Background: an optimization exercise with open tools, aiming at a short achievable clock period and few clock cycles. Do not read the settings as production practice. Where RTL was checked, it was by simulation tests only, not by an equivalence proof against the original. Function not checked in runs 6 and 7: the RTL went through the layout flow alone. Power and IR drop assume default switching activity.

`flow/design.v`:
```
package risc8_pkg;
	typedef logic [7:0] byte_t;
	typedef logic [15:0] opcode_t;
	typedef logic [15:0] pc_t;
	typedef logic [15:0] addr_t;
	typedef logic [4:0] reg_sel_t;
	typedef logic [4:0] flags_t;
	localparam int FLAG_C = 0;
	localparam int FLAG_Z = 1;
	localparam int FLAG_N = 2;
	localparam int FLAG_V = 3;
	localparam int FLAG_S = 4;
endpackage
module risc8_alu
(
	input  logic              op_sub,
	input  logic              op_and,
	input  logic              op_or,
	input  logic              op_eor,
	input  logic              op_mov,
	input  logic              use_carry,
	input  risc8_pkg::byte_t  a,
	input  risc8_pkg::byte_t  b,
	input  risc8_pkg::flags_t flags_in,
	output risc8_pkg::byte_t  result,
	output risc8_pkg::flags_t flags_out
);
	logic cin;
	risc8_pkg::byte_t bx;
	logic [8:0] wide;
	logic arith;
	logic zero;
	logic v;
	assign cin = use_carry & flags_in[risc8_pkg::FLAG_C];
	assign bx = op_sub ? ~b : b;
	assign wide = {1'b0, a} + {1'b0, bx} + 9'(cin ^ op_sub);
	assign arith = ~(op_and | op_or | op_eor | op_mov);
	always_comb begin
		if (op_and)
			result = a & b;
		else if (op_or)
			result = a | b;
		else if (op_eor)
			result = a ^ b;
		else if (op_mov)
			result = b;
		else
			result = wide[7:0];
	end
	assign zero = (result == 8'h00);
	assign v = arith & (a[7] == bx[7]) & (wide[7] != a[7]);
	always_comb begin
		flags_out = flags_in;
		if (arith)
			flags_out[risc8_pkg::FLAG_C] = wide[8] ^ op_sub;
		flags_out[risc8_pkg::FLAG_Z] = (op_sub & use_carry) ? (zero & flags_in[risc8_pkg::FLAG_Z]) : zero;
		flags_out[risc8_pkg::FLAG_N] = result[7];
		flags_out[risc8_pkg::FLAG_V] = v;
		flags_out[risc8_pkg::FLAG_S] = result[7] ^ v;
	end
endmodule
module risc8_regs
(
	input  logic               clk,
	input  risc8_pkg::reg_sel_t sel_a,
	input  risc8_pkg::reg_sel_t sel_b,
	output risc8_pkg::byte_t    reg_a,
	output risc8_pkg::byte_t    reg_b,
	input  risc8_pkg::reg_sel_t wr_sel,
	input  risc8_pkg::byte_t    wr_data,
	input  logic                wr_en
);
	logic [255:0] rf;
	always_ff @(posedge clk) begin
		for (int i = 0; i < 32; i++)
			if (wr_en && wr_sel == 5'(i))
				rf[i*8 +: 8] <= wr_data;
	end
	assign reg_a = rf[sel_a*8 +: 8];
	assign reg_b = rf[sel_b*8 +: 8];
endmodule
module risc8_decode
(
	input  risc8_pkg::opcode_t  ir,
	output logic                is_alu,
	output logic                is_imm,
	output logic                is_rjmp,
	output logic                is_br,
	output logic                is_out,
	output logic                op_sub,
	output logic                op_and,
	output logic                op_or,
	output logic                op_eor,
	output logic                op_mov,
	output logic                use_carry,
	output logic                store,
	output logic                set_flags,
	output risc8_pkg::reg_sel_t sel_a,
	output risc8_pkg::reg_sel_t sel_b
);
	logic reg_hit;
	always_comb begin
		reg_hit = 1'b1;
		is_imm = 1'b1;
		op_sub = 1'b0;
		op_and = 1'b0;
		op_or = 1'b0;
		op_eor = 1'b0;
		op_mov = 1'b0;
		use_carry = 1'b0;
		store = 1'b1;
		case (ir[15:10])
			6'b000011: ;                                         
			6'b000111: use_carry = 1'b1;                         
			6'b000110: op_sub = 1'b1;                            
			6'b000010: begin op_sub = 1'b1; use_carry = 1'b1; end   
			6'b000101: begin op_sub = 1'b1; store = 1'b0; end    
			6'b000001: begin op_sub = 1'b1; use_carry = 1'b1; store = 1'b0; end   
			6'b001000: op_and = 1'b1;
			6'b001001: op_eor = 1'b1;
			6'b001010: op_or = 1'b1;
			6'b001011: op_mov = 1'b1;
			default: reg_hit = 1'b0;
		endcase
		case (ir[15:12])
			4'b0011: begin op_sub = 1'b1; store = 1'b0; end      
			4'b0100: begin op_sub = 1'b1; use_carry = 1'b1; end  
			4'b0101: op_sub = 1'b1;                              
			4'b0110: op_or = 1'b1;                               
			4'b0111: op_and = 1'b1;                              
			4'b1110: op_mov = 1'b1;                              
			default: is_imm = 1'b0;
		endcase
	end
	assign is_alu = reg_hit | is_imm;
	assign set_flags = is_alu & ~op_mov;
	assign is_rjmp = (ir[15:12] == 4'b1100);
	assign is_br = (ir[15:11] == 5'b11110);
	assign is_out = (ir[15:11] == 5'b10111);
	assign sel_a = {ir[8] | is_imm, ir[7:4]};
	assign sel_b = {ir[9], ir[3:0]};
endmodule
module risc8_execute
(
	input  risc8_pkg::flags_t flags,
	input  logic [2:0]        sel,
	input  logic              clr,
	output logic              taken
);
	logic bit_val;
	always_comb begin
		case (sel)
			3'd0: bit_val = flags[0];
			3'd1: bit_val = flags[1];
			3'd2: bit_val = flags[2];
			3'd3: bit_val = flags[3];
			3'd4: bit_val = flags[4];
			default: bit_val = 1'b0;
		endcase
	end
	assign taken = bit_val ^ clr;
endmodule
module risc8_core
(
	input  logic    clk,
	input  logic    reset,
	output risc8_pkg::pc_t     pc,
	input  risc8_pkg::opcode_t cdata,
	output risc8_pkg::addr_t   data_addr,
	output logic    data_wen,
	output risc8_pkg::byte_t   data_write
);
	risc8_pkg::pc_t fpc;
	logic s1_v;
	logic halt;
	risc8_pkg::opcode_t ir;
	logic ir_v;
	risc8_pkg::pc_t ir_pc1;
	logic [1:0] skip;
	logic e_sub;
	logic e_and;
	logic e_or;
	logic e_eor;
	logic e_mov;
	logic e_carry;
	logic e_store;
	logic e_setf;
	logic e_out;
	risc8_pkg::reg_sel_t e_dst;
	risc8_pkg::byte_t e_a;
	risc8_pkg::byte_t e_b;
	logic [5:0] e_io;
	logic e_br;
	logic [2:0] e_br_sel;
	logic e_br_clr;
	logic e_br_short;
	logic [1:0] e_br_off;
	risc8_pkg::pc_t e_target;
	risc8_pkg::flags_t sreg;
	logic e_hit;
	risc8_pkg::opcode_t e_tw0;
	risc8_pkg::opcode_t e_tw1;
	localparam int HIST = 12;
	risc8_pkg::opcode_t hist [HIST];
	logic [4:0] hist_cnt;
	logic inj1;
	risc8_pkg::opcode_t inj_w;
	logic w_store;
	risc8_pkg::reg_sel_t w_dst;
	risc8_pkg::byte_t w_res;
	logic is_alu;
	logic is_imm;
	logic is_rjmp;
	logic is_br;
	logic is_out;
	logic op_sub;
	logic op_and;
	logic op_or;
	logic op_eor;
	logic op_mov;
	logic use_carry;
	logic store;
	logic set_flags;
	risc8_pkg::reg_sel_t sel_a;
	risc8_pkg::reg_sel_t sel_b;
	risc8_pkg::byte_t rf_a;
	risc8_pkg::byte_t rf_b;
	risc8_pkg::byte_t alu_res;
	risc8_pkg::flags_t alu_flags;
	logic taken;
	logic e_jump;
	logic e_redirect;
	logic e_annul;
	logic kill_d;
	logic e_inject;
	logic [6:0] hidx;
	logic d_hit;
	logic d_v;
	risc8_pkg::pc_t offset;
	risc8_pkg::pc_t target;
	risc8_pkg::pc_t br_target;
	logic jump;
	logic short_jump;
	logic redirect;
	logic self_jump;
	risc8_decode decode (
		.ir(ir),
		.is_alu(is_alu),
		.is_imm(is_imm),
		.is_rjmp(is_rjmp),
		.is_br(is_br),
		.is_out(is_out),
		.op_sub(op_sub),
		.op_and(op_and),
		.op_or(op_or),
		.op_eor(op_eor),
		.op_mov(op_mov),
		.use_carry(use_carry),
		.store(store),
		.set_flags(set_flags),
		.sel_a(sel_a),
		.sel_b(sel_b)
	);
	risc8_regs regs (
		.clk(clk),
		.sel_a(sel_a),
		.sel_b(sel_b),
		.reg_a(rf_a),
		.reg_b(rf_b),
		.wr_sel(w_dst),
		.wr_data(w_res),
		.wr_en(w_store)
	);
	risc8_alu alu (
		.op_sub(e_sub),
		.op_and(e_and),
		.op_or(e_or),
		.op_eor(e_eor),
		.op_mov(e_mov),
		.use_carry(e_carry),
		.a(e_a),
		.b(e_b),
		.flags_in(sreg),
		.result(alu_res),
		.flags_out(alu_flags)
	);
	risc8_execute cond (
		.flags(sreg),
		.sel(e_br_sel),
		.clr(e_br_clr),
		.taken(taken)
	);
	assign e_jump = e_br & taken;
	assign e_annul = e_jump & e_br_short & (e_br_off != 2'd0);
	assign e_redirect = e_jump & ~e_br_short;
	assign e_inject = e_redirect & e_hit;
	assign kill_d = (skip != 2'd0) | e_annul | e_redirect;
	assign d_v = ir_v & ~kill_d;
	assign offset = {{4{ir[11]}}, ir[11:0]};
	assign target = ir_pc1 + offset;
	assign br_target = ir_pc1 + {{9{ir[9]}}, ir[9:3]};
	assign jump = d_v & is_rjmp;
	assign short_jump = (offset[15:2] == 14'd0) & (offset[1:0] != 2'd3);
	assign redirect = e_redirect | (jump & ~short_jump);
	assign hidx = ~ir[9:3] - 7'd1;
	assign d_hit = ir[9] && hidx >= 7'd1 && hidx < 7'(HIST) && hidx < 7'(hist_cnt);
	assign self_jump = d_v & is_rjmp & (ir[11:0] == 12'hfff);
	assign pc = fpc;
	assign data_wen = e_out;
	assign data_write = e_a;
	assign data_addr = {9'd0, e_io[5], ~e_io[5], e_io[4:0]};
	always_ff @(posedge clk) begin
		if (reset) begin
			fpc <= '0;
			s1_v <= 1'b0;
			inj1 <= 1'b0;
			hist_cnt <= 5'd0;
			halt <= 1'b0;
			ir_v <= 1'b0;
			skip <= 2'd0;
			e_store <= 1'b0;
			w_store <= 1'b0;
			e_setf <= 1'b0;
			e_out <= 1'b0;
			e_br <= 1'b0;
			sreg <= '0;
		end else begin
			if (halt)
				fpc <= fpc;
			else if (e_inject)
				fpc <= e_target + 16'd2;
			else if (e_redirect)
				fpc <= e_target;
			else if (redirect)
				fpc <= target;
			else
				fpc <= fpc + 16'd1;
			s1_v <= ~redirect & ~halt;
			halt <= halt | self_jump;
			ir_v <= e_inject | ((s1_v | inj1) & ~redirect & ~halt);
			inj1 <= e_inject;
			if (redirect)
				hist_cnt <= 5'd0;
			else if (ir_v && hist_cnt != 5'(HIST))
				hist_cnt <= hist_cnt + 5'd1;
			if (e_annul)
				skip <= e_br_off - 2'(ir_v);
			else if (jump & short_jump)
				skip <= offset[1:0];
			else if (ir_v && skip != 2'd0)
				skip <= skip - 2'd1;
			e_br <= d_v & is_br;
			e_store <= d_v & is_alu & store;
			w_store <= e_store;
			e_setf <= d_v & set_flags;
			e_out <= d_v & is_out;
			if (e_setf)
				sreg <= alu_flags;
		end
	end
	always_ff @(posedge clk) begin
		if (e_inject) begin
			ir <= e_tw0;
			ir_pc1 <= e_target + 16'd1;
		end else begin
			ir <= inj1 ? inj_w : cdata;
			ir_pc1 <= fpc;
		end
		inj_w <= e_tw1;
		if (ir_v) begin
			hist[0] <= ir;
			for (int i = 1; i < HIST; i++)
				hist[i] <= hist[i-1];
		end
		e_hit <= d_hit;
		e_tw0 <= hist[hidx[3:0]];
		e_tw1 <= hist[hidx[3:0] - 4'd1];
		e_sub <= op_sub;
		e_and <= op_and;
		e_or <= op_or;
		e_eor <= op_eor;
		e_mov <= op_mov;
		e_carry <= use_carry;
		e_dst <= sel_a;
		e_io <= {ir[10:9], ir[3:0]};
		e_br_sel <= ir[2:0];
		e_br_clr <= ir[10];
		e_br_short <= ~ir[9] & (ir[8:5] == 4'd0);
		e_br_off <= ir[4:3];
		e_target <= br_target;
		w_dst <= e_dst;
		w_res <= alu_res;
		if (e_store && e_dst == sel_a)
			e_a <= alu_res;
		else if (w_store && w_dst == sel_a)
			e_a <= w_res;
		else
			e_a <= rf_a;
		if (is_imm)
			e_b <= {ir[11:8], ir[3:0]};
		else if (e_store && e_dst == sel_b)
			e_b <= alu_res;
		else if (w_store && w_dst == sel_b)
			e_b <= w_res;
		else
			e_b <= rf_b;
	end
endmodule
```
`flow/flow/run.sh`:
```
#!/bin/bash
# The standard layout, with the timing repair steps asked to leave
# extra setup slack so that they keep working below the design's period
export SETUP_SLACK_MARGIN=6.5
cat standard.sh > standard_copy.log
bash standard.sh > standard.log 2>&1
```
`flow/standard.sh`:
```
#!/bin/bash
# synth_recipe.tcl (not shown) runs the flow's synth.tcl, then flattens the netlist and writes it again
# the make line also repeats each setting of config.mk as NAME=value (left out here)
make -C /OpenROAD-flow-scripts/flow DESIGN_CONFIG=/design/flow/config.mk WORK_HOME=/design/flow/orfs CLKGATE_MAP_FILE= SYNTH_SCRIPT=/design/flow/synth_recipe.tcl "${@:-finish}"
```
`flow/config.mk`:
```
export PLATFORM = sky130hd
export DESIGN_NAME = risc8_core
export DESIGN_NICKNAME = risc8_core
export VERILOG_FILES = /design/flow/design.v
export SDC_FILE = /design/flow/constraint.sdc
export NUM_CORES = 4
export LEC_CHECK = 0
export ABC_CLOCK_PERIOD_IN_PS = 2500
export CAP_MARGIN = 20
export CORE_MARGIN = 2
export CORE_UTILIZATION = 40
export SLEW_MARGIN = 20
```
`flow/constraint.sdc`:
```
create_clock -name core_clock -period 9.0 [get_ports {clk}]
set_input_delay 1.8000 -clock core_clock [delete_from_list [all_inputs] [get_ports {clk}]]
set_output_delay 1.8000 -clock core_clock [all_outputs]
set_load 0.01 [all_outputs]
```
==> reports/results.tsv, run 1 <==
metric	value	unit
status	no timing/DRC/antenna violations	
drt-total-wl	92.67	mm
min_to	inj_w[9]$_DFF_P_	
synth_flop_cell	edfxtp_1	
tns	0	ps
r2r_end	e_a[1]$_DFF_P_	
cts_root_buffer	clkbuf_16	
avgSynthCellArea	13.55	sq um
portBuffers	49	
start_kind	flop	
drive_above_1_share	32.56	%
cts_max_level	3	
cts_made_buffers	70	
endpoint_kind	output pin	
clock_latency	630	ps
clock.fmax	0.3426	GHz
post_layout_nonfiller_instances	3478	
ys_warn_count	6	
post-route-drc-count	0	
max-cap-violations	0	
path_buf_inv	1	
ys_ff_latch	637	
initial_utilization	40.31	%
pin_count	59	
yosys-top-cells-area	edfxtp_1 (45%), dfxtp_1 (13%), mux4_2 (12%)	
min_path_cells	0	
path_cells	buf_6	
worstSetupPathType	reg -> out	
viasPerCell	6.120	
p_leak	13.54	nW
antenna_found_initial	0	
slew_viol_final	0	
pwr_density_cell	208.5	mW/mm^2
gp_congestion	0.8852	
ys_async_sr_fraction	0	%
die_w	277.5	um
fin_worst_skew	34.88	ps
area_growth	26.76	%
syn-cell-area	0.02991	sq mm
synth_edf_count	448	
hold_violations	0	
die_area	0.07698	sq mm
cts_tree	done	
die_y	277.5	um
synth.most_common_cell	edfxtp_1	
overflow	0	
grt_pass1_wl	133.4	mm
dr.pass1.iters	7	
cpMaxStageDelayCell	dfxtp_4	
num-nets-final	2551	
path_delay_family	flip-flops	
grt_pass1_vias	20750	
synth_cell_types	74	
crit_fanout	5	
seq_area_frac_synth	57.63	%
rows	100	
wl_per_cell	26.65	um
cp.required	7200	ps
grt_use_total	22.97	%
synth_common_cells	edfxtp_1 (448), dfxtp_1 (189), mux4_2 (160), nand2_1 (137), nor2_1 (128)	
rsz0062_at_grt	yes	
diodes	0	
fin_crit_sh	32.43	%
grt_start_max_net_pins	87	
worst_slew_pin_slew	1096	ps
postSynthCellCount	2208	
finalSetupViolCount	0	
dp_hpwl	50.51	mm
drt_iter0_drc	2868	
finalCriticalPeriod	2919	ps
r2r_cells	9	
regToRegSetupSlack	6170	ps
cts.clk_slew.worst_paths	60	ps
vdd_drop_max	120.0	uV
startpoint	e_a[7]$_DFF_P_	
yosysTopAreaCell	edfxtp_1	
max_slew_margin	26.68	%
crit_arrival	1120	ps
hold_class	reg -> reg	
synth_top_area_share	44.98	%
r2r-start	ir[4]$_DFF_P_	
core-area	0.07420	sq mm
hp-start	e_tw1[9]$_DFF_P_	
cts.path.max_buffers	3	
vias	21280	
cts_sinks	637	
place_inst	3117	
antenna_left	0	
cp_slowest_stage_delay	390	ps
==> state kept, by name, summed over array words and instances, names as in the netlist, 2 cells and up, named ones only <==
| register | cells |
|---|---|
| e_tw1 | 16 |
| regs.rf | 256 |
| skip | 2 |
| e_a | 8 |
| w_res | 8 |
| inj_w | 16 |
| ir | 16 |
| sreg | 5 |
| w_dst | 5 |
| ir_pc1 | 16 |
| e_b | 8 |
| hist | 192 |
| hist_cnt | 5 |
| e_dst | 5 |
| e_tw0 | 16 |
| e_io | 3 |
| fpc | 16 |
| e_target | 16 |
| e_br_sel | 2 |
==> per-stage QoR <==
stage                     setup slack [ps]  utilization (%)  hold slack, ps  total power, mW  area (sq um)
after floorplan                       5996                -           309.6            4.217         30190
after global placement                5009            42.29           320.9            4.537         31380
after detailed placement              4941            42.29           312.8            4.570         31380
after CTS                             6049            49.08           327.0            7.785         36420
after global routing                  6058            51.10           332.9            8.150         37920
final                                 6081            51.10           326.9            7.906         37920
==> worst max path at each step <==
| stage | cells past startpoint | slack (ps) | endpoint |
|---|---|---|---|
| after floorplan | 7 | 6000 | fpc[4]$_SDFFE_PP0N_ |
| after CTS | 1 | 6050 | data_write[7] |
| after global routing | 1 | 6060 | data_write[7] |
| after global placement | 10 | 5010 | e_tw1[2]$_DFF_P_ |
| after detailed placement | 10 | 4940 | e_tw1[9]$_DFF_P_ |
| final | 1 | 6080 | data_write[7] |
==> per-layer routing <==
metal  vias to the layer above  global-route usage, %  wire, um
met3                       239                  4.051      8262
met4                         0                  10.02      4403
met5                         -                      0         0
met2                      1227                  37.10     43720
li1                       9073                      -         -
met1                     10750                  30.46     36280
==> report_power, final <==
part	switching [mW]	total, mW	internal, mW
registers	0.229	3.68	3.46
clock network	1.23	3.04	1.81
logic	0.638	1.18	0.545
total	2.10	7.91	5.81
==> cell type report <==
cell class / instances / area [sq um]
Clock inverter: 35 / 479.2
Clock buffer: 90 / 1951
Timing Repair Buffer: 309 / 3689
Fill cell: 6025 / 36280
Sequential cell: 637 / 17390
Tap cell: 969 / 1212
Multi-Input combinational cell: 1374 / 12940
Inverter: 64 / 250.2
==> layout by cell type, fill, tap and decap left out, types with 15 or more instances in the layout <==
master	instances
o21ai_1	30
nand3_1	55
clkbuf_16	82
buf_16	19
buf_6	68
nand4_1	36
and3_1	18
nor2_1	121
o21ai_0	32
a22oi_1	98
buf_4	154
buf_12	28
nand2b_1	17
ha_1	58
inv_1	54
edfxtp_1	448
xnor2_1	49
dfxtp_4	36
mux2i_1	65
mux4_2	160
nand2_1	129
xor2_1	53
a21oi_1	87
nor3_1	18
dfxtp_1	139
a221oi_1	15
==> cells by family (layout without fill, tap and decap cells) <==
family | count (synthesis) | count (layout) | share of synthesized area, %
adder cells (fa/ha/maj) | 77 | 77 | 3.321
AO/OA/AOI/OAI | 419 | 420 | 9.558
AND/OR/NAND/NOR | 504 | 508 | 8.178
multiplexers | 245 | 245 | 14.96
flip-flops | 637 | 637 | 57.63
buffers and inverters | 210 | 498 | 2.949
XOR/XNOR | 115 | 115 | 3.392
other | 1 | 9 | 0.01254
==> timing repair <==
item                                   CTS  global route
resized for setup                      435           149
hold buffers                             0             0
setup endpoints to repair              245           211
endpoints found under the hold margin    0             0
cloned                                  21            12
pin swaps                               61            98
buffers inserted                       134            68
Testbench counts, summed over its fixed seeds: cycles 20,637.
==> inputs of run 2 (changes only) <==
==> flow/flow/run.sh (replaced) <==
#!/bin/bash
# The standard layout, with the timing repair steps asked to leave
# extra setup slack so that they keep working below the design's period
export SETUP_SLACK_MARGIN=6.5
bash standard.sh > standard.log 2>&1
--- a/flow/config.mk
+++ b/flow/config.mk
@@ -8,5 +8,6 @@
 export ABC_CLOCK_PERIOD_IN_PS = 2500
 export CAP_MARGIN = 20
 export CORE_MARGIN = 2
-export CORE_UTILIZATION = 40
+export CORE_UTILIZATION = 60
+export PLACE_DENSITY = 0.7
 export SLEW_MARGIN = 20
==> reports/results.tsv, run 2 <==
metric	value	unit	change
status	no timing/DRC/antenna violations		
finalSetupViolCount	0		unchanged
setup_ws	6076	ps	-5.500 ps
crit_arrival	1120	ps	about the same
yosysTopAreaCell	edfxtp_1		
dr.pass1.iters	7		unchanged
area_growth	24.20	%	
largest_register_ffs	256		unchanged
pin_count	59		unchanged
vias	22040		+3.6%
avgSynthCellArea	13.55	sq um	unchanged
drive_above_1_share	32.21	%	-0.35 points
gp_congestion	0.8870		+0.20%
initial_utilization	60.98	%	+21 points
pwr_density_cell	207.2	mW/mm^2	-0.61%
max_slew_margin	35.48	%	+8.8 points
worst_slew_pin_slew	964.3	ps	-131.4 ps
seq_power_share	47.6	%	+1.0 points
portBuffers	49		unchanged
viasPerCell	6.975		+14%
regMostFlops	regs.rf		
r2r_cells	14		+5
post_layout_nonfiller_instances	3160		-9.1%
die_w	227.3	um	-18%
layout_common_cells	edfxtp_1 (448), mux4_2 (160), buf_4 (153)		
grt_use_total	34.95	%	+12 points
grt_pass1_vias	21110		+1.7%
crit_fanout	3		-2
intPower	5.642	mW	-2.9%
antenna_left	0		unchanged
post-route-drc-count	0		unchanged
fin_crit_sh	32.49	%	+0.061 points
die_area	0.05165	sq mm	-33%
fin_worst_skew	34.29	ps	-0.5910 ps
postSynthCellCount	2208		unchanged
clkPwrFrac	36.5	%	-1.9 points
core-area	0.04905	sq mm	-34%
cts_root_buffer	clkbuf_16		
ys_async_sr_fraction	0	%	unchanged
min_path_cells	0		unchanged
final_util	75.74	%	+25 points
cts_tree	done		
cp.required	7200	ps	about the same
p_comb_share	15.9	%	+0.9 points
diodes	0		unchanged
drt_iter0_drc	3293		+15%
grt_pass1_wl	131.5	mm	-1.5%
grt_start_max_net_pins	88		+1.1%
clock_latency	620	ps	about the same
clock.fmax	0.3420	GHz	-0.19%
synth_flop_cell	edfxtp_1		
drt-total-wl	94.22	mm	+1.7%
start_kind	flop		
final_common_cell	edfxtp_1		
postCtsHoldBufs	0		unchanged
synth_edf_count	448		unchanged
cts.clk_slew.worst_paths	60	ps	about the same
synth_cell_types	74		unchanged
hold_violations	0		unchanged
synth.most_common_cell	edfxtp_1		
dp_hpwl	49.20	mm	-2.6%
seq_area_frac_synth	57.63	%	unchanged
overflow	0		unchanged
ys_warn_count	6		unchanged
place_ws	5125	ps	+183.1 ps
place_inst	2809		-9.9%
finalCriticalPeriod	2924	ps	+5.500 ps
holdWs	328.4	ps	+1.497 ps
cts_max_level	3		unchanged
die_y	227.3	um	-18%
fillers	2870		-52%
cts.path.max_buffers	3		unchanged
max-cap-violations	0		unchanged
hold_class	reg -> reg		
vdd_drop_max	224.0	uV	+87%
p_leak	13.37	nW	-1.3%
rows	81		-19%
cts_made_buffers	67		-4.3%
power.switching	2.058	mW	-1.9%
synth_common_cells	edfxtp_1 (448), dfxtp_1 (189), mux4_2 (160), nand2_1 (137), nor2_1 (128)		
cts_sinks	637		unchanged
num-nets-final	2543		-0.31%
reg_top3	regs.rf: 256 flops, hist: 192 flops		
synth_top_area_share	44.98	%	unchanged
wl_per_cell	29.82	um	+12%
yosys-top-cells-area	edfxtp_1 (45%), dfxtp_1 (13%), mux4_2 (12%)		
syn-cell-area	0.02991	sq mm	unchanged
ys_ff_latch	637		unchanged
rsz0062_at_grt	yes		
slew_viol_final	0		unchanged
worstSetupPathType	reg -> out		
tns	0	ps	unchanged
antenna_found_initial	2		+2
switching_share	26.72	%	+0.18 points
endpoint_kind	output pin		
-- run 2: layer usage --
layer | GRT usage (%) | up-vias | part of all wire [%]
li1 | - | 9056 | -
met1 | 45.88 | 10860 | 36
met2 | 55.49 | 1685 | 47
met3 | 7.034 | 436 | 11
met4 | 18.60 | 0 | 6.5
met5 | 0 | - | 0
-- run 2: kinds of logic (layout without fill, tap and decap cells) --
logic type	after synthesis	count (layout)	synth area share (%)
DFF	637	637	57.63
muxes	245	245	14.96
and+or+nand+nor	504	513	8.178
other	1	9	0.01254
buffers and inverters	210	481	2.949
adders and majority gates	77	77	3.321
xor gates and xnor gates	115	115	3.392
AOI/OAI and AO/OA	419	419	9.558
-- run 2: cell type report --
class                           count  area [sq um]  area share (%)
Clock buffer                       84          1813           4.880
Inverter                           64         265.3          0.7140
Tap cell                          664         830.8           2.236
Multi-Input combinational cell   1378         12950           34.87
Clock inverter                     33         394.1           1.061
Sequential cell                   637         17380           46.79
Timing Repair Buffer              300          3511           9.450
-- run 2: through the flow --
step | cell area [sq um] | power (mW)
after global routing | 37150 | 7.903
after floorplan | 30190 | 4.217
final | 37150 | 7.699
after CTS | 35770 | 7.557
after detailed placement | 30970 | 4.568
after global placement | 30970 | 4.538
-- run 2: repair_timing --
item,CTS,global route
gates resized for setup,416,163
pin swaps,67,95
gates cloned,21,9
setup buffers,146,58
setup endpoints to repair,254,206
-- run 2: worst paths after layout --
check / startpoint / end / slack, ps
hold reg to reg: e_tw1[3]$_DFF_P_ / inj_w[3]$_DFF_P_ / 330
hold / removal: e_tw1[3]$_DFF_P_ / inj_w[3]$_DFF_P_ / 330
setup / recovery: e_io[5]$_DFF_P_ / data_addr[5] / 6080
setup reg to reg: ir[3]$_DFF_P_ / e_tw1[8]$_DFF_P_ / 6280
-- run 2: power by group through the flow --
stage,combinational (mW),sequential (mW),clock (mW)
6_report,1.22,3.67,2.81
3_3_place_gp,0.814,3.72,0
3_5_place_dp,0.832,3.74,0
4_1_cts,1.08,3.65,2.82
2_1_floorplan,0.535,3.68,0
5_1_grt,1.28,3.68,2.94
-- run 2: worst max-delay path, stage by stage, from the launching register on --
cell     delay, ps
dfxtp_4        360
inv_2           40
buf_6          110
==> inputs of run 3 (changes only) <==
--- a/flow/config.mk
+++ b/flow/config.mk
@@ -8,6 +8,7 @@
 export ABC_CLOCK_PERIOD_IN_PS = 2500
 export CAP_MARGIN = 20
 export CORE_MARGIN = 2
-export CORE_UTILIZATION = 60
-export PLACE_DENSITY = 0.7
+export CORE_UTILIZATION = 40
+export CTS_CLUSTER_DIAMETER = 60
+export CTS_CLUSTER_SIZE = 25
 export SLEW_MARGIN = 20
==> reports/results.tsv, run 3 <==
metric	value	unit	change
status	no timing/DRC/antenna violations		
cp_slowest_stage_delay	390	ps	+30 ps
slew_viol_final	0		unchanged
yosys-top-cells-area	edfxtp_1 (45%), dfxtp_1 (13%), mux4_2 (12%)		
p_leak	13.08	nW	-2.2%
ys_warn_count	6		unchanged
finalSetupViolCount	0		unchanged
antenna_found_initial	0		-2
avgSynthCellArea	13.55	sq um	unchanged
grt_use_total	22.56	%	-12 points
max-cap-violations	0		unchanged
yosysTopAreaCell	edfxtp_1		
rows	100		+23%
synth_common_cells	edfxtp_1 (448), dfxtp_1 (189), mux4_2 (160), nand2_1 (137), nor2_1 (128)		
synth_top_area_share	44.98	%	unchanged
start_kind	flop		
busiest_layer	met2		
final_common_cell	edfxtp_1		
final_util	49.89	%	-26 points
cts.clk_slew.worst_paths	90	ps	+30 ps
gp_congestion	0.8852		-0.20%
grt_start_max_net_pins	87		-1.1%
grt_use_met2	37.09	%	-18 points
endpoint_kind	output pin		
vdd_drop_max	120.4	uV	-46%
crit_fanout	5		+2
path_delay_family	flip-flops		
fin_worst_skew	45.09	ps	+10.80 ps
fillers	6133		+110%
die_area	0.07698	sq mm	+49%
synth_edf_count	448		unchanged
largest_register_ffs	256		unchanged
postSynthCellCount	2208		unchanged
clock.fmax	0.3431	GHz	+0.34%
syn-cell-area	0.02991	sq mm	unchanged
postCtsHoldBufs	0		unchanged
synth.most_common_cell	edfxtp_1		
use_met1	29.76	%	-16 points
core-area	0.07420	sq mm	+51%
cts.path.max_buffers	3		unchanged
tns	0	ps	unchanged
max_slew_margin	24.52	%	-11 points
hold_class	reg -> reg		
portBuffers	49		unchanged
cpMaxStageDelayCell	dfxtp_4		
die_y	277.5	um	+22%
pin_count	59		unchanged
worstSetupPathType	reg -> out		
pwr_density_cell	192.9	mW/mm^2	-6.9%
seq_area_frac_synth	57.63	%	unchanged
clock_latency	630	ps	about the same
reg_top3	regs.rf: 256 flops, hist: 192 flops		
dp_hpwl	50.51	mm	+2.6%
place_ws	4941	ps	-183.1 ps
layout_common_cells	edfxtp_1 (448), mux4_2 (160), buf_4 (139)		
vias	20980		-4.8%
setup_ws	6086	ps	+9.770 ps
num-nets-final	2510		-1.3%
cts_max_level	2		-1
grt_pass1_vias	20340		-3.6%
fin_crit_sh	32.38	%	-0.11 points
synth_cell_types	74		unchanged
regMostFlops	regs.rf		
initial_utilization	40.31	%	-21 points
rsz0062_at_grt	yes		
worst_slew_pin_slew	1128	ps	+163.7 ps
wl_per_cell	26.79	um	-10%
drt_iter0_drc	2656		-19%
ys_ff_latch	637		unchanged
cp.required	7200	ps	about the same
multi_input_area	0.01303	sq mm	+0.59%
cts_tree	done		
post-route-drc-count	0		unchanged
area_growth	23.76	%	
crit_arrival	1110	ps	about the same
viasPerCell	6.133		-12%
cts_made_buffers	46		-31%
synth_flop_cell	edfxtp_1		
path_cells	buf_6		
regArea	0.01739	sq mm	about the same
drt-total-wl	91.66	mm	-2.7%
diodes	0		unchanged
hold_violations	0		unchanged
cts_sinks	637		unchanged
path_buf_inv	1		-1
drive_above_1_share	32.01	%	-0.20 points
cts_root_buffer	clkbuf_16		
die_w	277.5	um	+22%
grt_pass1_wl	131.2	mm	-0.22%
met3_usage	3.655	%	-3.4 points
antenna_left	0		unchanged
dr.pass1.iters	6		-1
finalCriticalPeriod	2914	ps	-9.770 ps
ys_async_sr_fraction	0	%	unchanged
total_power	7.140	mW	-7.3%
overflow	0		unchanged
run 3: cell families after synthesis:
logic type	synth area share, %
adder cells (fa/ha/maj)	3.321
XOR/XNOR	3.392
buffers and inverters	2.949
other	0.01254
multiplexers	14.96
AO/OA/AOI/OAI	9.558
flip-flops	57.63
AND/OR/NAND/NOR	8.178
run 3: final cells by class:
type / count / share of cell area [%]
clock buffer: 49 / 3.255
sequential: 637 / 46.98
clock inverter: 36 / 1.207
multi-input combinational: 1381 / 35.20
timing repair buffer: 285 / 9.389
inverter: 64 / 0.6963
tap: 969 / 3.275
run 3: metal layers:
layer	vias to the layer above	part of all wire [%]
met5	-	0
met4	0	4.9
met3	243	8.6
met2	1194	47
met1	10550	40
li1	8994	-
run 3: report_power, final:
| group | internal, mW | switching [mW] | total [mW] |
|---|---|---|---|
| combinational | 0.548 | 0.638 | 1.19 |
| clock | 1.10 | 1.17 | 2.27 |
| sequential | 3.45 | 0.230 | 3.68 |
run 3: final timing paths:
check	startpoint	end	slack, ps	depth (start not counted)
worst max register to register	ir[3]$_DFF_P_	e_tw1[10]$_DFF_P_	6250	14
worst min-delay path	e_tw1[9]$_DFF_P_	inj_w[9]$_DFF_P_	330	0
worst min register to register	e_tw1[9]$_DFF_P_	inj_w[9]$_DFF_P_	330	0
worst max-delay path	e_a[7]$_DFF_P_	data_write[7]	6090	1
run 3: timing repair:
action,4_1_cts,5_1_grt
setup buffers,111,71
cloned,25,11
pin swaps,55,100
setup endpoints to repair,246,199
gates resized for setup,431,168
run 3: per-stage QoR:
| stage | cell area (sq um) | hold WS (ps) | instances |
|---|---|---|---|
| 6_report | 37020 | 334.0 | 3421 |
| 5_1_grt | 37020 | 340.6 | 3421 |
| 4_1_cts | 35550 | 333.8 | 3338 |
| 3_5_place_dp | 31380 | 312.8 | 3117 |
| 3_3_place_gp | 31380 | 320.9 | 3117 |
| 2_1_floorplan | 30190 | 309.6 | 2216 |
==> inputs of run 4 (changes only) <==
--- a/flow/config.mk
+++ b/flow/config.mk
@@ -9,6 +9,4 @@
 export CAP_MARGIN = 20
 export CORE_MARGIN = 2
 export CORE_UTILIZATION = 40
-export CTS_CLUSTER_DIAMETER = 60
-export CTS_CLUSTER_SIZE = 25
 export SLEW_MARGIN = 20
==> reports/results.tsv, run 4 <==
metric	value	unit	change
status	no timing/DRC/antenna violations		
drt-total-wl	92.67	mm	+1.1%
finalSetupViolCount	0		unchanged
regMostFlops	regs.rf		
synth_top_area_share	44.98	%	unchanged
max-cap-violations	0		unchanged
worst_slew_pin_slew	1096	ps	-32.31 ps
initial_utilization	40.31	%	unchanged
cp_slowest_stage_delay	390	ps	about the same
endpoint_kind	output pin		
grt_pass1_wl	133.4	mm	+1.7%
ys_async_sr_fraction	0	%	unchanged
cts.clk_slew.worst_paths	60	ps	-30 ps
syn-cell-area	0.02991	sq mm	unchanged
slew_viol_final	0		unchanged
rows	100		unchanged
synth_xor_area_share	3.392	%	unchanged
avgSynthCellArea	13.55	sq um	unchanged
antenna_left	0		unchanged
crit_arrival	1120	ps	about the same
synthSimpleGateAreaFrac	8.178	%	unchanged
start_kind	flop		
hold_violations	0		unchanged
regToRegSetupSlack	6170	ps	-80 ps
final_util	51.10	%	+1.2 points
path_buf_inv	1		unchanged
layout_common_cells	edfxtp_1 (448), mux4_2 (160), buf_4 (154)		
core-area	0.07420	sq mm	unchanged
reg_top3	regs.rf: 256 flops, hist: 192 flops		
postCtsHoldBufs	0		unchanged
holdWs	326.9	ps	-7.093 ps
synthMuxAreaShare	14.96	%	unchanged
synth_edf_count	448		unchanged
fin_worst_skew	34.88	ps	-10.20 ps
portBuffers	49		unchanged
clock.fmax	0.3426	GHz	-0.15%
largest_register_ffs	256		unchanged
num-nets-final	2551		+1.6%
tns	0	ps	unchanged
yosysTopAreaCell	edfxtp_1		
p_leak	13.54	nW	+3.6%
setup_ws	6081	ps	-4.270 ps
path_delay_family	flip-flops		
crit_cells	1		unchanged
antenna_found_initial	0		unchanged
synth.most_common_cell	edfxtp_1		
place_ws	4941	ps	unchanged
pwr_density_cell	208.5	mW/mm^2	+8.1%
placed_area	0.03138	sq mm	unchanged
grt_use_total	22.97	%	+0.41 points
cts.path.max_buffers	3		unchanged
clock_latency	630	ps	about the same
cts_root_buffer	clkbuf_16		
seq_area_frac_synth	57.63	%	unchanged
max_slew_margin	26.68	%	+2.2 points
fin_crit_sh	32.43	%	+0.047 points
drive_above_1_share	32.56	%	+0.55 points
hold_class	reg -> reg		
final_common_cell	edfxtp_1		
vias	21280		+1.4%
synth_common_cells	edfxtp_1 (448), dfxtp_1 (189), mux4_2 (160), nand2_1 (137), nor2_1 (128)		
ys_ff_latch	637		unchanged
postSynthCellCount	2208		unchanged
cts_sinks	637		unchanged
grt_start_max_net_pins	87		unchanged
synth_cell_types	74		unchanged
final_cell_area	0.03792	sq mm	+2.4%
min_path_cells	0		unchanged
die_area	0.07698	sq mm	unchanged
gp_congestion	0.8852		unchanged
crit_fanout	5		unchanged
cpMaxStageDelayCell	dfxtp_4		
cp.required	7200	ps	about the same
die_w	277.5	um	unchanged
viasPerCell	6.120		-0.22%
die_y	277.5	um	unchanged
wl_per_cell	26.65	um	-0.55%
place_inst	3117		unchanged
diodes	0		unchanged
vdd_drop_max	120.0	uV	-0.31%
synth_flop_cell	edfxtp_1		
area_growth	26.76	%	
total_power	7.906	mW	+11%
pin_count	59		unchanged
grt_pass1_vias	20750		+2.0%
finalCriticalPeriod	2919	ps	+4.270 ps
synth_fa_ha_area_share	3.321	%	unchanged
worstSetupPathType	reg -> out		
rsz0062_at_grt	yes		
path_cells	buf_6		
yosys-top-cells-area	edfxtp_1 (45%), dfxtp_1 (13%), mux4_2 (12%)		
r2r_cells	9		-5
dp_hpwl	50.51	mm	unchanged
overflow	0		unchanged
cts_tree	done		
post-route-drc-count	0		unchanged
ys_warn_count	6		unchanged
cts_made_buffers	70		+52%
synth_top_family_by_area	multiplexers		
dr.pass1.iters	7		+1
drt_iter0_drc	2868		+8.0%
post_layout_nonfiller_instances	3478		+1.7%
cts_max_level	3		+1
synth_compound_area_share	9.558	%	unchanged
-- run 4: power breakdown --
group | internal, mW | switching (mW) | total [mW]
Sequential | 3.46 | 0.229 | 3.68
Combinational | 0.545 | 0.638 | 1.18
Clock | 1.81 | 1.23 | 3.04
-- run 4: layout make-up --
cell class                 instances  area (sq um)
fill                            6025         36280
sequential                       637         17390
multi-input combinational       1374         12940
timing repair buffer             309          3689
clock buffer                      90          1951
tap                              969          1212
clock inverter                    35         479.2
inverter                          64         250.2
-- run 4: final timing paths --
| kind | startpoint | endpoint |
|---|---|---|
| setup reg to reg | ir[4]$_DFF_P_ | e_a[1]$_DFF_P_ |
| setup / recovery | e_a[7]$_DFF_P_ | data_write[7] |
| hold / removal | e_tw1[9]$_DFF_P_ | inj_w[9]$_DFF_P_ |
| hold reg to reg | e_tw1[9]$_DFF_P_ | inj_w[9]$_DFF_P_ |
-- run 4: layer usage --
layer / share of wire (%) / vias up / global-route usage (%) / routed length [um]
met5: 0 / - / 0 / 0
li1: - / 9073 / - / -
met4: 4.8 / 0 / 10.02 / 4403
met1: 39 / 10750 / 30.46 / 36280
met3: 8.9 / 239 / 4.051 / 8262
met2: 47 / 1227 / 37.10 / 43720
-- run 4: cell families after synthesis --
| family | count (synthesis) |
|---|---|
| xor gates and xnor gates | 115 |
| AOI/OAI and AO/OA | 419 |
| muxes | 245 |
| buffers and inverters | 210 |
| other | 1 |
| and+or+nand+nor | 504 |
| DFF | 637 |
| adders and majority gates | 77 |
-- run 4: repair_timing --
item | 4_1_cts | 5_1_grt
endpoints found under the setup margin | 245 | 211
gates resized for setup | 435 | 149
buffers inserted | 134 | 68
cloned | 21 | 12
pin swaps | 61 | 98
hold endpoints to repair | 0 | 0
==> inputs of run 5 (changes only) <==
==> flow/run.sh (new file) <==
#!/bin/bash
# synth_recipe.tcl (not shown) runs the flow's synth.tcl, then flattens the netlist and writes it again
# the make line also repeats each setting of config.mk as NAME=value (left out here)
make -C /OpenROAD-flow-scripts/flow DESIGN_CONFIG=/design/flow/config.mk WORK_HOME=/design/flow/orfs CLKGATE_MAP_FILE= SYNTH_SCRIPT=/design/flow/synth_recipe.tcl finish
--- a/flow/config.mk
+++ b/flow/config.mk
@@ -9,4 +9,5 @@
 export CAP_MARGIN = 20
 export CORE_MARGIN = 2
 export CORE_UTILIZATION = 40
+export SETUP_SLACK_MARGIN = 5
 export SLEW_MARGIN = 20
removed: flow/flow/run.sh
removed: flow/standard.sh
==> reports/results.tsv, run 5 <==
metric	value	unit	change
dp_hpwl	50.44	mm	-0.12%
startpoint	ir[4]$_DFF_P_		
ys_ff_latch	637		unchanged
vdd_drop_max	126.9	uV	+5.8%
drt_iter0_drc	2361		-18%
path_cells	inv_1, ha_1, inv_1, o31ai_4, xnor2_2, buf_4, and3_1, a221oi_1, and3_1, nand3_1		
seq_area_frac_synth	57.63	%	unchanged
die_y	277.5	um	unchanged
cts.clk_slew.worst_paths	60	ps	about the same
ys_warn_count	6		unchanged
max_slew_margin	21.73	%	-5.0 points
crit_arrival	4400	ps	+3280 ps
max-cap-violations	0		unchanged
clock.fmax	0.2610	GHz	-24%
pwr_density_cell	222.4	mW/mm^2	+6.7%
initial_utilization	40.31	%	unchanged
avgSynthCellArea	13.55	sq um	unchanged
placed_area	0.03126	sq mm	-0.37%
grt_pass1_wl	122.1	mm	-8.5%
synth_cell_types	74		unchanged
ys_async_sr_fraction	0	%	unchanged
cts_sinks	637		unchanged
p_leak	11.57	nW	-15%
largest_register_ffs	256		unchanged
crit_fanout	36		+31
antenna_found_initial	0		unchanged
hold_class	reg -> reg		
r2r-start	ir[4]$_DFF_P_		
r2r_cells	10		+1
core-area	0.07420	sq mm	unchanged
cts_tree	done		
regMostFlops	regs.rf		
slew_viol_final	0		unchanged
vias	19340		-9.1%
gp_congestion	0.8745		-1.2%
finalCriticalPeriod	3831	ps	+912.5 ps
cpMaxStageDelayCell	dfxtp_4		
dr.pass1.iters	8		+1
viasPerCell	5.966		-2.5%
cp.required	9570	ps	+2370 ps
finalSetupViolCount	0		unchanged
yosysTopAreaCell	edfxtp_1		
synth.most_common_cell	edfxtp_1		
post-route-drc-count	0		unchanged
total_power	7.488	mW	-5.3%
worstSetupPathType	reg -> reg		
hold_violations	0		unchanged
final_cell_area	0.03367	sq mm	-11%
die_area	0.07698	sq mm	unchanged
layout_common_cells	edfxtp_1 (448), dfxtp_1 (174), mux4_2 (160)		
postSynthCellCount	2208		unchanged
num-nets-final	2313		-9.3%
synth_flop_cell	edfxtp_1		
worst_slew_pin_slew	1174	ps	+78.42 ps
rows	100		unchanged
yosys-top-cells-area	edfxtp_1 (45%), dfxtp_1 (13%), mux4_2 (12%)		
overflow	0		unchanged
antenna_left	0		unchanged
crit_path_end	e_tw1[5]$_DFF_P_		
grt_pass1_vias	19610		-5.5%
pin_count	59		unchanged
drt-total-wl	80.23	mm	-13%
endpoint_kind	flop		
cts_root_buffer	clkbuf_16		
r2r_end	e_tw1[5]$_DFF_P_		
fillers	6455		+7.1%
reg_top3	regs.rf: 256 flops, hist: 192 flops		
synth_edf_count	448		unchanged
syn-cell-area	0.02991	sq mm	unchanged
portBuffers	49		unchanged
cts.path.max_buffers	3		unchanged
synth_common_cells	edfxtp_1 (448), dfxtp_1 (189), mux4_2 (160), nand2_1 (137), nor2_1 (128)		
synth_top_area_share	44.98	%	unchanged
fin_crit_sh	42.57	%	+10 points
tns	0	ps	unchanged
die_w	277.5	um	unchanged
final_common_cell	edfxtp_1		
grt_start_max_net_pins	84		-3.4%
status	no timing/DRC/antenna violations		
cts_made_buffers	70		unchanged
cp_slowest_stage_delay	810	ps	+420 ps
regToRegSetupSlack	5170	ps	-1000 ps
drive_above_1_share	15.49	%	-17 points
cts_max_level	3		unchanged
clock_latency	630	ps	about the same
area_growth	12.56	%	
grt_use_total	20.65	%	-2.3 points
start_kind	flop		
rsz0062_at_grt	no		
wl_per_cell	24.75	um	-7.1%
fin_worst_skew	28.49	ps	-6.391 ps
[run 5: cell types whose count changed in the layout (fill, tap and decap cells not counted), moves of 15 or more]
| cell | delta |
|---|---|
| a21oi_1 | +17 |
| buf_12 | -28 |
| buf_16 | -19 |
| buf_4 | -128 |
| buf_6 | -67 |
| clkdlybuf4s50_1 | +35 |
| dfxtp_1 | +35 |
| dfxtp_4 | -31 |
| ha_1 | +15 |
| o21ai_0 | +37 |
| o21ai_1 | -29 |
[run 5: through the flow]
step	std cells	utilization [%]	hold slack [ps]	setup slack, ps
6_report	3242	45.38	334.0	5169
5_1_grt	3241	45.37	336.6	5007
4_1_cts	3241	45.35	332.2	5089
3_5_place_dp	3115	42.13	312.1	5079
3_3_place_gp	3115	42.13	312.6	5156
2_1_floorplan	2216	-	309.6	5704
[run 5: layer usage]
| layer | global-route usage, % | routed length, um | up-vias | part of all wire [%] |
|---|---|---|---|---|
| met4 | 8.250 | 2854 | 0 | 3.6 |
| met3 | 4.110 | 6130 | 167 | 7.6 |
| met2 | 33.09 | 37800 | 898 | 47 |
| met5 | 0 | 0 | - | 0 |
| met1 | 27.61 | 33440 | 9726 | 42 |
| li1 | - | - | 8550 | - |
[run 5: worst max-delay path, delay by kind of cell, from the launching register on]
family          cells  cell delay [ps]
simple gates        3             1060
xor+xnor            1              140
buf+inv             3              850
compound gates      2              520
flops               1              810
fa+ha+maj           1              350
[run 5: final cells by class]
cell class,count,area (sq um),area share [%]
Tap cell,969,1212,3.601
Clock inverter,38,480.5,1.427
Timing Repair Buffer,76,696.9,2.070
Clock buffer,88,1906,5.660
Sequential cell,637,17270,51.29
Inverter,64,240.2,0.7135
Multi-Input combinational cell,1369,11860,35.23
Antenna cell,1,2.502,0.007433
[run 5: how the worst min path moves through the flow]
stage	from	to	slack, ps	cells after the start
2_1_floorplan	e_tw1[0]$_DFF_P_	inj_w[0]$_DFF_P_	310	0
3_3_place_gp	e_tw1[4]$_DFF_P_	inj_w[4]$_DFF_P_	310	0
3_5_place_dp	e_tw1[2]$_DFF_P_	inj_w[2]$_DFF_P_	310	0
4_1_cts	e_tw1[9]$_DFF_P_	inj_w[9]$_DFF_P_	330	0
5_1_grt	e_tw1[9]$_DFF_P_	inj_w[9]$_DFF_P_	340	0
6_report	e_tw1[9]$_DFF_P_	inj_w[9]$_DFF_P_	330	0
[run 5: repair_timing]
item / CTS / global route
hold buffers: 0 / 0
resized for setup: 0 / 3
endpoints found under the setup margin: 0 / 10
buffers inserted: 0 / 0
[run 5: cell families (layout without fill, tap and decap cells)]
group	after synthesis	after routing	synth area share, %
flip-flops	637	637	57.63
AND/OR/NAND/NOR	504	504	8.178
AO/OA/AOI/OAI	419	419	9.558
multiplexers	245	245	14.96
buffers and inverters	210	266	2.949
XOR/XNOR	115	115	3.392
adder cells (fa/ha/maj)	77	77	3.321
other	1	10	0.01254
[run 5: power by group]
group          switching [mW]  internal [mW]  total, mW
logic                   0.461          0.320      0.781
clock network            1.21           1.77       2.98
registers               0.267           3.46       3.73
==> inputs of run 6 (changes only) <==
--- a/flow/design.v
+++ b/flow/design.v
@@ -197,14 +197,6 @@
 	logic [1:0] e_br_off;
 	risc8_pkg::pc_t e_target;
 	risc8_pkg::flags_t sreg;
-	logic e_hit;
-	risc8_pkg::opcode_t e_tw0;
-	risc8_pkg::opcode_t e_tw1;
-	localparam int HIST = 12;
-	risc8_pkg::opcode_t hist [HIST];
-	logic [4:0] hist_cnt;
-	logic inj1;
-	risc8_pkg::opcode_t inj_w;
 	logic w_store;
 	risc8_pkg::reg_sel_t w_dst;
 	risc8_pkg::byte_t w_res;
@@ -232,9 +224,6 @@
 	logic e_redirect;
 	logic e_annul;
 	logic kill_d;
-	logic e_inject;
-	logic [6:0] hidx;
-	logic d_hit;
 	logic d_v;
 	risc8_pkg::pc_t offset;
 	risc8_pkg::pc_t target;
@@ -293,7 +282,6 @@
 	assign e_jump = e_br & taken;
 	assign e_annul = e_jump & e_br_short & (e_br_off != 2'd0);
 	assign e_redirect = e_jump & ~e_br_short;
-	assign e_inject = e_redirect & e_hit;
 	assign kill_d = (skip != 2'd0) | e_annul | e_redirect;
 	assign d_v = ir_v & ~kill_d;
 	assign offset = {{4{ir[11]}}, ir[11:0]};
@@ -302,8 +290,6 @@
 	assign jump = d_v & is_rjmp;
 	assign short_jump = (offset[15:2] == 14'd0) & (offset[1:0] != 2'd3);
 	assign redirect = e_redirect | (jump & ~short_jump);
-	assign hidx = ~ir[9:3] - 7'd1;
-	assign d_hit = ir[9] && hidx >= 7'd1 && hidx < 7'(HIST) && hidx < 7'(hist_cnt);
 	assign self_jump = d_v & is_rjmp & (ir[11:0] == 12'hfff);
 	assign pc = fpc;
 	assign data_wen = e_out;
@@ -313,8 +299,6 @@
 		if (reset) begin
 			fpc <= '0;
 			s1_v <= 1'b0;
-			inj1 <= 1'b0;
-			hist_cnt <= 5'd0;
 			halt <= 1'b0;
 			ir_v <= 1'b0;
 			skip <= 2'd0;
@@ -327,8 +311,6 @@
 		end else begin
 			if (halt)
 				fpc <= fpc;
-			else if (e_inject)
-				fpc <= e_target + 16'd2;
 			else if (e_redirect)
 				fpc <= e_target;
 			else if (redirect)
@@ -337,12 +319,7 @@
 				fpc <= fpc + 16'd1;
 			s1_v <= ~redirect & ~halt;
 			halt <= halt | self_jump;
-			ir_v <= e_inject | ((s1_v | inj1) & ~redirect & ~halt);
-			inj1 <= e_inject;
-			if (redirect)
-				hist_cnt <= 5'd0;
-			else if (ir_v && hist_cnt != 5'(HIST))
-				hist_cnt <= hist_cnt + 5'd1;
+			ir_v <= s1_v & ~redirect & ~halt;
 			if (e_annul)
 				skip <= e_br_off - 2'(ir_v);
 			else if (jump & short_jump)
@@ -359,22 +336,8 @@
 		end
 	end
 	always_ff @(posedge clk) begin
-		if (e_inject) begin
-			ir <= e_tw0;
-			ir_pc1 <= e_target + 16'd1;
-		end else begin
-			ir <= inj1 ? inj_w : cdata;
-			ir_pc1 <= fpc;
-		end
-		inj_w <= e_tw1;
-		if (ir_v) begin
-			hist[0] <= ir;
-			for (int i = 1; i < HIST; i++)
-				hist[i] <= hist[i-1];
-		end
-		e_hit <= d_hit;
-		e_tw0 <= hist[hidx[3:0]];
-		e_tw1 <= hist[hidx[3:0] - 4'd1];
+		ir <= cdata;
+		ir_pc1 <= fpc;
 		e_sub <= op_sub;
 		e_and <= op_and;
 		e_or <= op_or;
==> flow/flow/run.sh (new file) <==
#!/bin/bash
# The standard layout, with the timing repair steps asked to leave
# extra setup slack so that they keep working below the design's period
export SETUP_SLACK_MARGIN=6.5
cat standard.sh > standard_copy.log
bash standard.sh > standard.log 2>&1
==> flow/standard.sh (new file) <==
#!/bin/bash
# synth_recipe.tcl (not shown) runs the flow's synth.tcl, then flattens the netlist and writes it again
# the make line also repeats each setting of config.mk as NAME=value (left out here)
make -C /OpenROAD-flow-scripts/flow DESIGN_CONFIG=/design/flow/config.mk WORK_HOME=/design/flow/orfs CLKGATE_MAP_FILE= SYNTH_SCRIPT=/design/flow/synth_recipe.tcl "${@:-finish}"
--- a/flow/config.mk
+++ b/flow/config.mk
@@ -9,5 +9,4 @@
 export CAP_MARGIN = 20
 export CORE_MARGIN = 2
 export CORE_UTILIZATION = 40
-export SETUP_SLACK_MARGIN = 5
 export SLEW_MARGIN = 20
removed: flow/run.sh
==> reports/results.tsv, run 6 <==
metric	value	unit	change
yosys-top-cells-area	edfxtp_1 (40%), mux4_2 (19%), dfxtp_1 (14%)		
ys_async_sr_fraction	0	%	unchanged
regMostFlops	regs.rf		
path_buf_inv	2		-1
diodes	0		-1
total_power	4.721	mW	-37%
wl_per_cell	25.55	um	+3.3%
vias	12720		-34%
finalSetupViolCount	0		unchanged
grt_use_total	21.34	%	+0.69 points
yosysTopAreaCell	edfxtp_1		
path_delay_family	flip-flops		
die_area	0.05028	sq mm	-35%
finalCriticalPeriod	2877	ps	-953.7 ps
worstSetupPathType	reg -> out		
hold_class	reg -> reg		
overflow	0		unchanged
tns	0	ps	unchanged
drt_iter0_drc	955		-60%
synth_cell_types	79		+6.8%
cts_made_buffers	42		-40%
hold_violations	0		unchanged
grt_pass1_vias	12680		-35%
seq_area_frac_synth	53.45	%	-4.2 points
grt_start_max_net_pins	62		-26%
synth_edf_count	256		-43%
cp_slowest_stage_delay	360	ps	-450 ps
cts.path.max_buffers	3		unchanged
synth_top_area_share	39.62	%	-5.4 points
final_common_cell	edfxtp_1		
largest_register_ffs	256		unchanged
fin_crit_sh	31.97	%	-11 points
cts_tree	done		
synth_flop_cell	edfxtp_1		
antenna_found_initial	0		unchanged
die_y	224.2	um	-19%
area_growth	21.42	%	
slew_viol_final	0		unchanged
post-route-drc-count	0		unchanged
p_leak	8.401	nW	-27%
clock_latency	560	ps	-70 ps
cts.clk_slew.worst_paths	70	ps	about the same
max-cap-violations	0		unchanged
pwr_density_cell	200.4	mW/mm^2	-9.9%
rsz0062_at_grt	yes		
endpoint_kind	output pin		
path_cells	inv_2, buf_6		
portBuffers	49		unchanged
crit_fanout	3		-92%
layout_common_cells	edfxtp_1 (256), mux4_2 (160), dfxtp_1 (88)		
rows	80		-20%
cts_root_buffer	clkbuf_16		
place_ws	5412	ps	+333.7 ps
dr.pass1.iters	5		-3
start_kind	flop		
worst_slew_pin_slew	1174	ps	-0.07010 ps
core-area	0.04785	sq mm	-36%
crit_arrival	1080	ps	-3320 ps
post_layout_nonfiller_instances	2143		-34%
cts_sinks	390		-39%
gp_congestion	0.8387		-4.1%
num-nets-final	1575		-32%
viasPerCell	5.935		-0.51%
synth_common_cells	edfxtp_1 (256), mux4_2 (160), dfxtp_1 (134), nor2_1 (84), nand2_1 (60)		
drt-total-wl	54.76	mm	-32%
ys_warn_count	5		-1
drive_above_1_share	34.82	%	+19 points
postCtsHoldBufs	0		unchanged
cts_max_level	2		-1
grt_pass1_wl	80.02	mm	-34%
cp.required	7200	ps	-2370 ps
dp_hpwl	32.45	mm	-36%
setup_ws	6123	ps	+953.7 ps
synth.most_common_cell	edfxtp_1		
regToRegSetupSlack	6210	ps	+1040 ps
syn-cell-area	0.01940	sq mm	-35%
initial_utilization	40.55	%	+0.24 points
postSynthCellCount	1360		-38%
avgSynthCellArea	14.27	sq um	+5.3%
antenna_left	0		unchanged
cpMaxStageDelayCell	dfxtp_2		
die_w	224.2	um	-19%
pin_count	59		unchanged
ys_ff_latch	390		-39%
fin_worst_skew	20.67	ps	-7.817 ps
clock.fmax	0.3475	GHz	+33%
vdd_drop_max	153.5	uV	+21%
place_inst	1968		-37%
max_slew_margin	21.44	%	-0.28 points
status	no timing/DRC/antenna violations		
## run 6: cell count changes in the layout (fill, tap and decap cells not counted), sizes merged, moves of 42 or more
| cell | change |
|---|---|
| edfxtp | -192 |
| buf | +118 |
| a22oi | -108 |
| nand2 | -78 |
| a21oi | -60 |
| dfxtp | -55 |
| nor2 | -44 |
| o21ai | -42 |
## run 6: report_power, final
part / leakage (nW) / switching (mW) / internal (mW)
Combinational: 4.31 / 0.411 / 0.325
Sequential: 3.43 / 0.162 / 2.13
Clock: 0.664 / 0.740 / 0.950
## run 6: kinds of logic (layout without fill, tap and decap cells)
kind of cell / after synthesis / count (layout) / share of synthesized area, %
DFF: 390 / 390 / 53.45
AOI/OAI and AO/OA: 193 / 193 / 7.177
xor gates and xnor gates: 72 / 72 / 3.250
and+or+nand+nor: 308 / 308 / 8.183
adders and majority gates: 62 / 62 / 4.153
other: 1 / 9 / 0.01933
muxes: 198 / 198 / 20.64
buffers and inverters: 136 / 296 / 3.134
## run 6: layer usage
layer / GRT usage (%) / vias up / part of all wire, %
li1: - / 5595 / -
met2: 35.99 / 510 / 49
met4: 8.481 / 0 / 4.1
met3: 3.318 / 114 / 6.4
met1: 27.77 / 6500 / 41
met5: 0 / - / 0
## run 6: layout make-up
type	instances	area, sq um
Tap cell	615	769.5
Multi-Input combinational cell	842	8926
Clock inverter	30	244.0
Fill cell	4030	24290
Clock buffer	47	1100
Sequential cell	390	10510
Timing Repair Buffer	169	1823
Inverter	50	187.7
## run 6: per-stage QoR
step | hold WS (ps) | area, sq um | util [%]
2_1_floorplan | 331.9 | 19500 | -
3_3_place_gp | 379.5 | 20490 | 42.83
3_5_place_dp | 385.8 | 20500 | 42.86
4_1_cts | 392.4 | 22990 | 48.04
5_1_grt | 396.2 | 23560 | 49.24
6_report | 390.8 | 23560 | 49.24
## run 6: timing repair
action,4_1_cts,5_1_grt
cloned,4,6
gates resized for setup,305,57
setup endpoints to repair,98,72
pin swaps,32,38
setup buffers,61,26
## run 6: final timing paths
| kind | startpoint | end | depth (start not counted) |
|---|---|---|---|
| worst max-delay path | e_io[5]$_DFF_P_ | data_addr[5] | 2 |
| worst min-delay path | e_dst[4]$_DFF_P_ | w_dst[4]$_DFF_P_ | 0 |
| worst max register to register | sreg[0]$_SDFFE_PP0P_ | sreg[1]$_SDFFE_PP0P_ | 12 |
| worst min register to register | e_dst[4]$_DFF_P_ | w_dst[4]$_DFF_P_ | 0 |
==> inputs of run 7 (changes only) <==
==> flow/run.sh (new file) <==
#!/bin/bash
# synth_recipe.tcl (not shown) runs the flow's synth.tcl, then flattens the netlist and writes it again
# the make line also repeats each setting of config.mk as NAME=value (left out here)
make -C /OpenROAD-flow-scripts/flow DESIGN_CONFIG=/design/flow/config.mk WORK_HOME=/design/flow/orfs CLKGATE_MAP_FILE= SYNTH_SCRIPT=/design/flow/synth_recipe.tcl finish
--- a/flow/config.mk
+++ b/flow/config.mk
@@ -9,4 +9,5 @@
 export CAP_MARGIN = 20
 export CORE_MARGIN = 2
 export CORE_UTILIZATION = 40
+export SETUP_SLACK_MARGIN = 5
 export SLEW_MARGIN = 20
removed: flow/flow/run.sh
removed: flow/standard.sh
==> reports/results.tsv, run 7 <==
metric	value	unit	change
crit_arrival	4040	ps	+2960 ps
grt_pass1_wl	75.61	mm	-5.5%
diodes	0		unchanged
wl_per_cell	24.28	um	-5.0%
pin_count	59		unchanged
num-nets-final	1481		-6.0%
r2r_end	e_a[6]$_DFF_P_		
path_common_cell	fa_1		
hold_violations	0		unchanged
path_buf_inv	0		-2
portBuffers	49		unchanged
tns	0	ps	unchanged
antenna_found_initial	0		unchanged
layout_common_cells	edfxtp_1 (256), mux4_2 (160), dfxtp_1 (125)		
core-area	0.04785	sq mm	unchanged
cts_tree	done		
clock_latency	550	ps	about the same
synth_edf_count	256		unchanged
rows	80		unchanged
start_kind	flop		
regToRegSetupSlack	5360	ps	-850 ps
crit_cells	9		+7
path_cells	xor2_1, fa_1, fa_1, a211oi_1, o21ai_0, and3_1, o311ai_0, nand2_1, a221oi_1		
cp.required	9400	ps	+2200 ps
cts_made_buffers	41		-2.4%
crit_path_end	e_a[6]$_DFF_P_		
cts_root_buffer	clkbuf_16		
p_comb_share	12.9	%	-2.7 points
cts_max_level	2		unchanged
finalCriticalPeriod	3643	ps	+766.0 ps
drt-total-wl	49.71	mm	-9.2%
postCtsSetupRepairBufs	0		-100%
synth_cell_types	79		unchanged
r2r_cells	9		-3
viasPerCell	5.936		about the same
max-cap-violations	0		unchanged
ys_async_sr_fraction	0	%	unchanged
worst_slew_pin_slew	1155	ps	-19.10 ps
cts_sinks	390		unchanged
area_growth	12.52	%	
seq_power_share	50.8	%	+2.2 points
vdd_drop_max	118.0	uV	-23%
postSynthCellCount	1360		unchanged
finalSetupViolCount	0		unchanged
dr.pass1.iters	5		unchanged
grt_use_total	19.96	%	-1.4 points
die_area	0.05028	sq mm	unchanged
cts.path.max_buffers	3		unchanged
place_inst	1972		+0.20%
power.switching	1.177	mW	-10%
synth_common_cells	edfxtp_1 (256), mux4_2 (160), dfxtp_1 (134), nor2_1 (84), nand2_1 (60)		
cpMaxStageDelayCell	dfxtp_1		
post_layout_nonfiller_instances	2047		-4.5%
gp_congestion	0.8194		-2.3%
die_y	224.2	um	unchanged
syn-cell-area	0.01940	sq mm	unchanged
cts.clk_slew.worst_paths	60	ps	about the same
clock.fmax	0.2745	GHz	-21%
intPower	3.306	mW	-3.0%
drive_above_1_share	20.32	%	-14 points
ys_ff_latch	390		unchanged
rsz0062_at_grt	no		
startpoint	e_sub$_SDFF_PP1_		
synth.most_common_cell	edfxtp_1		
regMostFlops	regs.rf		
cp_slowest_stage_delay	710	ps	+350 ps
grt_pass1_vias	12220		-3.7%
avgSynthCellArea	14.27	sq um	unchanged
pwr_density_cell	205.3	mW/mm^2	+2.4%
final_common_cell	edfxtp_1		
crit_fanout	11		+8
synth_flop_cell	edfxtp_1		
initial_utilization	40.55	%	unchanged
grt_start_max_net_pins	59		-4.8%
seq_area_frac_synth	53.45	%	unchanged
worstSetupPathType	reg -> reg		
max_slew_margin	22.72	%	+1.3 points
die_w	224.2	um	unchanged
largest_register_ffs	256		unchanged
switching_share	26.25	%	-1.6 points
drt_iter0_drc	1112		+16%
yosys-top-cells-area	edfxtp_1 (40%), mux4_2 (19%), dfxtp_1 (14%)		
status	no timing/DRC/antenna violations		
slew_viol_final	0		unchanged
dp_hpwl	31.92	mm	-1.6%
endpoint_kind	flop		
ys_warn_count	5		unchanged
fin_worst_skew	24.04	ps	+3.364 ps
synth_top_area_share	39.62	%	unchanged
clkPwrFrac	36.2	%	+0.4 points
fin_crit_sh	40.48	%	+8.5 points
r2r-start	e_sub$_SDFF_PP1_		
overflow	0		unchanged
hold_class	reg -> reg		
vias	12150		-4.5%
antenna_left	0		unchanged
p_leak	7.531	nW	-10%
yosysTopAreaCell	edfxtp_1		
path_delay_family	compound AO/OA/AOI/OAI gates		
post-route-drc-count	0		unchanged
-- run 7: area by class of cell --
class	count	area, sq um
fillers	4204	26020
flip-flops and latches	390	10390
multi-input cells	842	8508
clock buffers	57	1137
well taps	615	769.5
repair buffers	76	700.7
inverters	50	187.7
clock inverters	17	138.9
-- run 7: worst min path at each step --
stage | depth (start not counted) | start | endpoint | slack [ps]
2_1_floorplan | 0 | e_dst[0]$_DFF_P_ | w_dst[0]$_DFF_P_ | 330
3_3_place_gp | 0 | e_dst[1]$_DFF_P_ | w_dst[1]$_DFF_P_ | 380
3_5_place_dp | 0 | e_dst[3]$_DFF_P_ | w_dst[3]$_DFF_P_ | 380
4_1_cts | 0 | e_dst[1]$_DFF_P_ | w_dst[1]$_DFF_P_ | 390
5_1_grt | 0 | e_dst[1]$_DFF_P_ | w_dst[1]$_DFF_P_ | 410
6_report | 0 | e_dst[1]$_DFF_P_ | w_dst[1]$_DFF_P_ | 390
-- run 7: kinds of logic (layout without fill, tap and decap cells) --
| logic type | after synthesis | count (layout) | synth area share (%) |
|---|---|---|---|
| buffers and inverters | 136 | 200 | 3.134 |
| AO/OA/AOI/OAI | 193 | 193 | 7.177 |
| XOR/XNOR | 72 | 72 | 3.250 |
| flip-flops | 390 | 390 | 53.45 |
| multiplexers | 198 | 198 | 20.64 |
| adder cells (fa/ha/maj) | 62 | 62 | 4.153 |
| other | 1 | 9 | 0.01933 |
| AND/OR/NAND/NOR | 308 | 308 | 8.183 |
-- run 7: power groups by stage --
stage	clock (mW)	sequential (mW)	combinational, mW
after detailed placement	0	2.32	0.582
final	1.62	2.28	0.580
after global placement	0	2.32	0.575
after CTS	1.66	2.28	0.583
after global routing	1.73	2.30	0.634
after floorplan	0	2.29	0.350
-- run 7: stage by stage --
step	instance area, sq um	hold WS, ps	total power [mW]	util [%]	setup WS, ps
detailed placement	20530	384.4	2.901	42.91	5152
CTS	21810	393.7	4.523	45.58	5149
finish	21830	393.0	4.482	45.63	5357
global placement	20510	378.2	2.891	42.87	5162
global route	21830	405.6	4.663	45.63	5079
floorplan	19430	331.9	2.639	-	5765
-- run 7: timing repair --
item / CTS / global route
resized for setup: 0 / 1
hold buffers: 0 / 0
endpoints found under the setup margin: 0 / 3
-- run 7: per-layer routing --
| metal | track usage (%) | routed length [um] |
|---|---|---|
| met1 | 26.09 | 20910 |
| met2 | 33.66 | 24210 |
| met3 | 3.449 | 2922 |
| met4 | 7.114 | 1669 |
| met5 | 0 | 0 |

-- afterwards: timing with drivers on the ports --
Ports are ideal in the flow. The routed layouts listed here were re-timed in OpenROAD.
Step 1 assumes that a clkbuf_16 drives the clock port and a buf_2 every other input.
Step 2, shift: input delay + t, output delay - t, t = (earliest + latest rising clock arrival at the registers) / 2. This alone moves slack from input paths to output paths.
Three values: ideal ports, drivers, drivers and shift; two values: the first two.
run | t (ns) | setup WS [ns] | hold slack, ns | worst setup path at the end | pins driven straight from the clock port
run 1 | 0.677 | 6.081 / 6.017 / 5.783 | 0.327 / 0.327 / 0.327 | input to register | 1
run 2 | 0.669 | 6.076 / 6.014 / 5.826 | 0.328 / 0.328 / 0.328 | input to register | 1
run 3 | 0.676 | 6.086 / 6.020 / 5.923 | 0.334 / 0.334 / 0.334 | input to register | 1
run 4 | 0.677 | 6.081 / 6.017 / 5.783 | 0.327 / 0.327 / 0.327 | input to register | 1
run 5 | 0.679 | 5.169 / 5.169 / 5.169 | 0.334 / 0.334 / 0.334 | register to register | 1
run 6 | 0.605 | 6.123 / 6.068 / 5.983 | 0.391 / 0.391 / 0.391 | input to register | 1
run 7 | 0.590 | 5.357 / 5.357 / 5.357 | 0.393 / 0.393 / 0.393 | register to register | 1
After both steps every run listed still meets setup and hold.
